Source: an optimization exercise on an open RTL-to-GDS flow (aim: small area and a short achievable clock period). Production flows keep margins and buffers that such runs may drop. For this run, only the layout was checked, not whether the RTL still works. No activity file was given, so power comes from the tool's default toggle rates.

File: flow/design.v
module sdram_host_responder #(
   parameter int unsigned ACK_LAT    = 3,
   parameter logic [22:0] FAULT_ADDR = 23'h000010,
   parameter logic [15:0] FAULT_XOR  = 16'h0001
) (
   input  logic        CLOCK_50,
   input  logic        RESET,
   input  logic [22:0] ADDR,
   input  logic        WR,
   input  logic        RD,
   input  logic [7:0]  LENGTH,
   input  logic [1:0]  DM,
   input  logic [15:0] DATAIN,
   output logic [15:0] DATAOUT,
   output logic        ACT,
   output logic        DONE,
   output logic        IN_REQ,
   output logic        OUT_VALID
);
   localparam logic [14:0] FA_HI   = FAULT_ADDR[22:8];
   localparam logic [14:0] FA_HIM1 = FAULT_ADDR[22:8] - 15'd1;
   localparam logic [7:0]  FA_LO   = FAULT_ADDR[7:0];
   logic       busy_q;                
   logic       w1_q, w2_q, act_q;     
   logic       wb_q, rb_q, rl_q;      
   logic       done_q, rel_q;
   logic       valid_q;
   logic [15:0] dout_q;
   logic       wr_q;
   logic [7:0] len_q;                 
   logic [1:0] dm_q;
   logic [7:0] lo_q;                  
   logic       hz_q, ho_q;            
   logic [8:0] oa_q;                  
   logic       req, last;
   assign req  = WR | RD;
   assign last = (len_q[7:1] == 7'd0);
   always_ff @(posedge CLOCK_50 or posedge RESET) begin
      if (RESET) begin
         busy_q  <= 1'b0;
         w1_q    <= 1'b0;
         w2_q    <= 1'b0;
         act_q   <= 1'b0;
         wb_q    <= 1'b0;
         rb_q    <= 1'b0;
         rl_q    <= 1'b0;
         done_q  <= 1'b0;
         rel_q   <= 1'b0;
         valid_q <= 1'b0;
      end else begin
         busy_q  <= busy_q ? !(rel_q && !req) : req;
         w1_q    <= !busy_q && req;
         w2_q    <= w1_q;
         act_q   <= w2_q;
         wb_q    <= (act_q && wr_q) || (wb_q && !last);
         rb_q    <= (act_q && !wr_q) || (rb_q && !last);
         rl_q    <= rb_q && last;
         done_q  <= (wb_q && last) || rl_q;
         rel_q   <= done_q || (rel_q && req);
         valid_q <= rb_q;
      end
   end
   always_ff @(posedge CLOCK_50) begin
      if (!busy_q) begin
         wr_q  <= WR;
         len_q <= LENGTH;
         dm_q  <= DM;
         lo_q  <= ADDR[7:0];
         hz_q  <= (ADDR[22:8] == FA_HI);
         ho_q  <= (ADDR[22:8] == FA_HIM1);
      end else if (wb_q || rb_q) begin
         len_q <= len_q - 8'd1;
      end
   end
   logic [1:0]  ph;                   
   always_ff @(posedge CLOCK_50) ph <= ph + 2'd1;
   logic [15:0] wd_q [4];
   logic [1:0]  wbe_q [4];
   logic [1:0]  wsel_q;               
   logic [5:0]  wring_q;              
   logic [15:0] wdat;
   logic [1:0]  wbe;
   always_ff @(posedge CLOCK_50) begin
      wd_q[0]  <= DATAIN;
      wbe_q[0] <= wb_q ? ~dm_q : 2'b00;
      for (int k = 1; k < 4; k++) begin
         wd_q[k]  <= wd_q[k-1];
         wbe_q[k] <= wbe_q[k-1];
      end
   end
   logic [1:0] wsel_d;
   logic [7:0] wa0;
   assign wsel_d = lo_q[1:0] - ph + 2'd1;
   assign wa0    = lo_q - {6'd0, wsel_d} - 8'd1;
   always_ff @(posedge CLOCK_50) begin
      if (act_q) begin
         wsel_q  <= wsel_d;
         wring_q <= wa0[7:2];
      end else if (ph == 2'd2) begin
         wring_q <= wring_q + 6'd1;
      end
   end
   assign wdat = wd_q[wsel_q];
   assign wbe  = wbe_q[wsel_q];
   logic [15:0] s0 [64];
   logic [15:0] s1 [64];
   logic [15:0] s2 [64];
   logic [15:0] s3 [64];
   for (genvar r = 0; r < 64; r++) begin : g_ring
      logic hit;
      assign hit = (wring_q == 6'(r));
      always_ff @(posedge CLOCK_50) begin
         s0[r][15:8] <= (hit && wbe[1]) ? wdat[15:8] : s3[r][15:8];
         s0[r][7:0]  <= (hit && wbe[0]) ? wdat[7:0]  : s3[r][7:0];
         s1[r] <= s0[r];
         s2[r] <= s1[r];
         s3[r] <= s2[r];
      end
   end
   logic [5:0]  rr_q;
   logic [1:0]  dsel_q;
   logic [1:0]  ph1;
   logic [15:0] tap;
   logic [15:0] p_q [1:3];
   logic [15:0] rdat;
   logic        fault;
   assign ph1 = ph + 2'd1;
   always_ff @(posedge CLOCK_50) begin
      if (!busy_q) begin
         rr_q   <= ADDR[7:2] - {5'd0, (ph1 > ADDR[1:0])};
         dsel_q <= ph - ADDR[1:0];
      end else if (ph == 2'd3) begin
         rr_q   <= rr_q + 6'd1;
      end
   end
   always_comb begin
      tap = '0;
      for (int r = 0; r < 64; r++)
         tap = tap | ({16{rr_q == 6'(r)}} & s0[r]);
   end
   always_ff @(posedge CLOCK_50) begin
      p_q[1] <= tap;
      p_q[2] <= p_q[1];
      p_q[3] <= p_q[2];
   end
   always_comb begin
      case (dsel_q)
         2'd0:    rdat = tap;
         2'd1:    rdat = p_q[1];
         2'd2:    rdat = p_q[2];
         default: rdat = p_q[3];
      endcase
   end
   always_ff @(posedge CLOCK_50) begin
      if (act_q)     oa_q <= {1'b0, lo_q};
      else if (rb_q) oa_q <= oa_q + 9'd1;
   end
   assign fault = (hz_q && oa_q == {1'b0, FA_LO}) || (ho_q && oa_q == {1'b1, FA_LO});
   always_ff @(posedge CLOCK_50 or posedge RESET) begin
      if (RESET)     dout_q <= '0;
      else if (rb_q) dout_q <= rdat ^ (fault ? FAULT_XOR : 16'h0000);
   end
   assign ACT       = act_q;
   assign IN_REQ    = wb_q;
   assign DONE      = done_q;
   assign OUT_VALID = valid_q;
   assign DATAOUT   = dout_q;
endmodule
File: flow/run.sh
#!/bin/bash
# synth_recipe.tcl (not shown) runs the flow's synth.tcl, then flattens the netlist and writes it again
# the make line also repeats each setting of config.mk as NAME=value (left out here)
make -C /OpenROAD-flow-scripts/flow DESIGN_CONFIG=/design/flow/config.mk WORK_HOME=/design/flow/orfs CLKGATE_MAP_FILE= SYNTH_SCRIPT=/design/flow/synth_recipe.tcl finish
File: flow/config.mk
export PLATFORM = sky130hd
export DESIGN_NAME = sdram_host_responder
export DESIGN_NICKNAME = sdram_host_responder
export VERILOG_FILES = /design/flow/design.v
export SDC_FILE = /design/flow/constraint.sdc
export NUM_CORES = 4
export LEC_CHECK = 0
export CAP_MARGIN = 20
export CORE_MARGIN = 2
export CORE_UTILIZATION = 40
export SETUP_SLACK_MARGIN = 0.2
export SLEW_MARGIN = 20
File: flow/constraint.sdc
create_clock -name core_clock -period 5.8 [get_ports {CLOCK_50}]
set_input_delay 1.1600 -clock core_clock [delete_from_list [all_inputs] [get_ports {CLOCK_50}]]
set_output_delay 1.1600 -clock core_clock [all_outputs]
set_load 0.01 [all_outputs]
==> summary.txt <==
=======================================================================================
Initial Util .............................................................        40.3%
Fill cells ...............................................................        23.6k
Run status ............................................................... complete, no violations
Global routing met1 resource utilization .................................        35.4%
Worst slew pin tran ......................................................      1240 ps
Standard cell with the maximum stage delay on the critical path .......... sky130_fd_sc_hd__edfxtp_1
Startpoint kind of the worst setup timing path ...........................    flip-flop
Class of the tightest hold or removal check ..............................      reg2reg
Net count of the finished layout .........................................        8,826
Die outline area ......................................................... 274,000 sq um
Fraction of the yosys area taken by sequential cells .....................        80.0%
Crit path arrival time ...................................................      4730 ps
Layer with the highest usage .............................................         met1
Die Span Y ...............................................................       524 um
Total count of hold-check failures in the final report ...................            0
Max-cap violation count ..................................................            0
Post-Route WL ............................................................       330 mm
Total core area .......................................................... 268,000 sq um
Library cell occupying the most area in the post-synthesis netlist ....... sky130_fd_sc_hd__dfxtp_1
Clock tree from TritonCTS ................................................         done
Mean routed wirelength per cell ..........................................      26.1 um
Most frequently used cell type in the post-synthesis netlist ............. sky130_fd_sc_hd__dfxtp_1
Number of enable flip-flop cells after synthesis .........................           45
Mean number of vias per cell .............................................         5.16
Share of final-layout standard cells stronger than drive strength 1 ......        8.87%
Top cells by count, synth ................................................ sky130_fd_sc_hd__dfxtp_1 (4,219), sky130_fd_sc_hd__nand2_1 (1,211), sky130_fd_sc_hd__o21ai_0 (1,042)
Clock latency reported for the late side of the worst-skew pair ..........       910 ps
Number of global-route vias before repair ................................        61.5k
WP data required .........................................................      6570 ps
Main area contributors after synthesis ................................... sky130_fd_sc_hd__dfxtp_1 (78%), sky130_fd_sc_hd__o21ai_0 (4.8%), sky130_fd_sc_hd__nand2_1 (4.2%), sky130_fd_sc_hd__nand3_1 (4.2%), sky130_fd_sc_hd__nand4_1 (1.4%)
Yosys reg bits ...........................................................        4,290
Total power per unit cell area ...........................................  463 nW/um^2
Peak Freq ................................................................      253 MHz
HPWL after detailed placement ............................................       215 mm
Top-area cell type share of the netlist area .............................        78.1%
Layout Skew ..............................................................      58.7 ps
Async set or reset register ratio after synthesis ........................       0.606%
Total global routing track utilization ...................................        23.5%
Relative slew slack ......................................................        17.1%
Number of core rows ......................................................          190
Number of resized instances in the post-cts repair step ..................            0
Worst-case clock buffer depth ............................................            4
Number of violations reported at the end of detailed-routing iteration 0 .        8,573
CTS clk-pin slew, worst paths ............................................        70 ps
Root cell of the clock tree .............................................. sky130_fd_sc_hd__clkbuf_16
Layout overhead on the synthesized area ..................................        16.1%
Final worst path period share ............................................        68.2%
Count of input and output buffers ........................................           72
Via count ................................................................        65.1k
Yosys warning total ......................................................            8
Global-route met2 utilization ............................................        31.9%
Sum of negative setup slack ..............................................         0 ps
Fraction of met3 tracks used by global routing ...........................        6.65%
Wire length of the first global-routing pass .............................       461 mm
Worst Path Class, Setup ..................................................      reg2reg
CTS sink count ...........................................................        4,290
Maximum number of pins on one net before global-route repair .............           85
Stage delay of the slowest cell on the critical path .....................       960 ps
Peak ir drop on the vdd network ..........................................   0.000278 V
Number of antenna-violating nets in the routed design ....................            0
Post-synthesis cell area ................................................. 108,000 sq um
Final critical path time including I/O delays and setup ..................      3960 ps
Unrepaired setup endpoints after global routing ..........................        false
Number of levels in the clock H-tree .....................................            5
Crit end category ........................................................    flip-flop
Number of buffers created by CTS .........................................          381
Number of max-slew violations in the final report ........................            0
Top fanout value on the critical path ....................................           42
Overall die width ........................................................       524 um
I/O pin cnt ..............................................................           73
# Post-CTS Setup Buffers .................................................            0
Post-synthesis net count .................................................        8,774
Mapped Avg Cell Area .....................................................   12.4 sq um
Total iterations of the first detailed-routing run .......................           11
Post-CTS Hold Fix Bufs ...................................................            0
Cell repeated most along the worst path .................................. sky130_fd_sc_hd__nand4_1
Leakage ..................................................................      49.4 nW
Routability cong. ........................................................        0.975
Drc violations ...........................................................            0
Count of final setup violators ...........................................            0
Worst hold slack .........................................................       284 ps
Synth cell types .........................................................           66
Total congestion overflow after global routing ...........................            0
Dominant register cell in the synthesized netlist ........................ sky130_fd_sc_hd__dfxtp_1
Number of antenna violations at the first check in global routing ........           26
Post-Synthesis Cells .....................................................        8,700
Worst-path cell chain .................................................... and3b_4, buf_4, nand3_1, nand4_1, nor4_1, nand4_1, o21ai_0, a21oi_1
=======================================================================================
## worst max-delay path, delay by kind of cell, from the launching register on
kind                   cells  cell delay, ps
AOI/OAI and AO/OA          2             340
buffers and inverters      1             360
DFF                        1             960
and+or+nand+nor            5            2150
## per-layer routing
metal  wire (um)  vias up  share of wire (%)
li1            -    29300                  -
met2      129000     3289                 39
met1      155000    31900                 47
met3       34900      644                 11
met4       11600       10                3.5
met5          69        -              0.021
## through the flow
stage	std cells	instance area [sq um]	setup WS [ps]	power, mW	utilization, %
after floorplan	8700	108000	3120	31.8	-
after global placement	11900	112000	1940	32.8	41.9
after detailed placement	11900	112000	2010	32.8	41.9
after CTS	12600	125000	2000	58.3	46.7
after global routing	12600	125000	1720	59.7	46.7
final	12600	125000	1840	58.1	46.7
## state kept, by name, indices dropped and copies added, names as in the netlist, 2 cells and up
signal and count:
ph 2, s0 1024, dsel_q 2, s3 1024
wd_q 64, s1 1024, wring_q 6, rr_q 6
dm_q 2, s2 1024, dout_q 16, oa_q 9
wbe_q 8, lo_q 8, len_q 8, wsel_q 2
p_q 48
## cells by family (layout without fill, tap and decap cells)
family | count (synthesis) | after routing | share of synthesized area, %
xor gates and xnor gates | 33 | 33 | 0.267
buffers and inverters | 529 | 887 | 1.93
muxes | 70 | 70 | 0.710
adders and majority gates | 21 | 21 | 0.250
DFF | 4290 | 4290 | 80.0
other | 0 | 15 | 0
AOI/OAI and AO/OA | 1171 | 1171 | 5.70
and+or+nand+nor | 2586 | 2586 | 11.2
## worst paths after layout
path	slack, ps	cells after the start	startpoint	end
setup reg to reg	1840	8	rr_q[5]	dout_q[15]
hold reg to reg	280	0	s2[17][7]	s3[17][7]
max in group asynchronous	4180	2	RESET	rb_q
hold / removal	280	0	s2[17][7]	s3[17][7]
setup / recovery	1840	8	rr_q[5]	dout_q[15]
min in group asynchronous	830	2	RESET	rel_q
## layout make-up
cell class | count | area (sq um) | share of cell area (%)
clock inverters | 157 | 2060 | 1.64
inverters | 26 | 97.6 | 0.0778
multi-input cells | 3881 | 19900 | 15.8
flip-flops and latches | 4290 | 86500 | 68.9
clock buffers | 532 | 10900 | 8.70
repair buffers | 172 | 1560 | 1.25
diodes | 15 | 37.5 | 0.0299
well taps | 3552 | 4440 | 3.54
## placed cells by master (no fill, tap or decap), types with 17 or more instances in the layout
cell                                 n
sky130_fd_sc_hd__dfrtp_1            25
sky130_fd_sc_hd__buf_4              91
sky130_fd_sc_hd__dfxtp_1          4219
sky130_fd_sc_hd__and2_1             26
sky130_fd_sc_hd__nand2_1          1203
sky130_fd_sc_hd__clkinvlp_4         26
sky130_fd_sc_hd__a32oi_1            22
sky130_fd_sc_hd__bufinv_16          36
sky130_fd_sc_hd__clkbuf_1           76
sky130_fd_sc_hd__nand4_1           243
sky130_fd_sc_hd__and3_1             31
sky130_fd_sc_hd__a21oi_1            25
sky130_fd_sc_hd__nor2_1             34
sky130_fd_sc_hd__o21ai_0          1042
sky130_fd_sc_hd__xnor2_1            17
sky130_fd_sc_hd__mux2_2             23
sky130_fd_sc_hd__ha_1               20
sky130_fd_sc_hd__clkbuf_16         387
sky130_fd_sc_hd__mux2i_1            44
sky130_fd_sc_hd__nand3_1           900
sky130_fd_sc_hd__edfxtp_1           45
sky130_fd_sc_hd__clkinv_2           67
sky130_fd_sc_hd__clkbuf_8           69
sky130_fd_sc_hd__clkdlybuf4s50_1    72
sky130_fd_sc_hd__inv_1              24
sky130_fd_sc_hd__nor4_1             58
## power breakdown
group / switching [mW] / internal (mW) / total, mW
Sequential: 0.669 / 30.3 / 30.9
Combinational: 0.887 / 0.415 / 1.30
Clock: 11.0 / 14.9 / 25.9
Total: 12.6 / 45.5 / 58.1

separate check: timing with driven ports:
The flow's constraints put no driver on any port. The routed layout listed below was extracted and timed again, unchanged, in two steps.
Step 1 sets driving cells, clkbuf_16 on the clock port and buf_2 on the other inputs (assumed; they add their load-dependent delay and slew).
Step 2 times the ports against the registers' clock, not the clock port: input delays grow and output delays shrink by t, the midpoint of the rising clock arrivals with the driver on.
Slacks: no drivers / after step 1 / after step 2; pairs: no drivers / after step 1.
t, ns: 0.974
setup slack, ns: 1.843 / 1.843 / 1.843
latest minus earliest clock arrival (ns): 0.066 / 0.066
After both steps this run still meets setup and hold. The setup slack of this run moves by 0.000 ns with the drivers and by 0.000 ns with both steps.
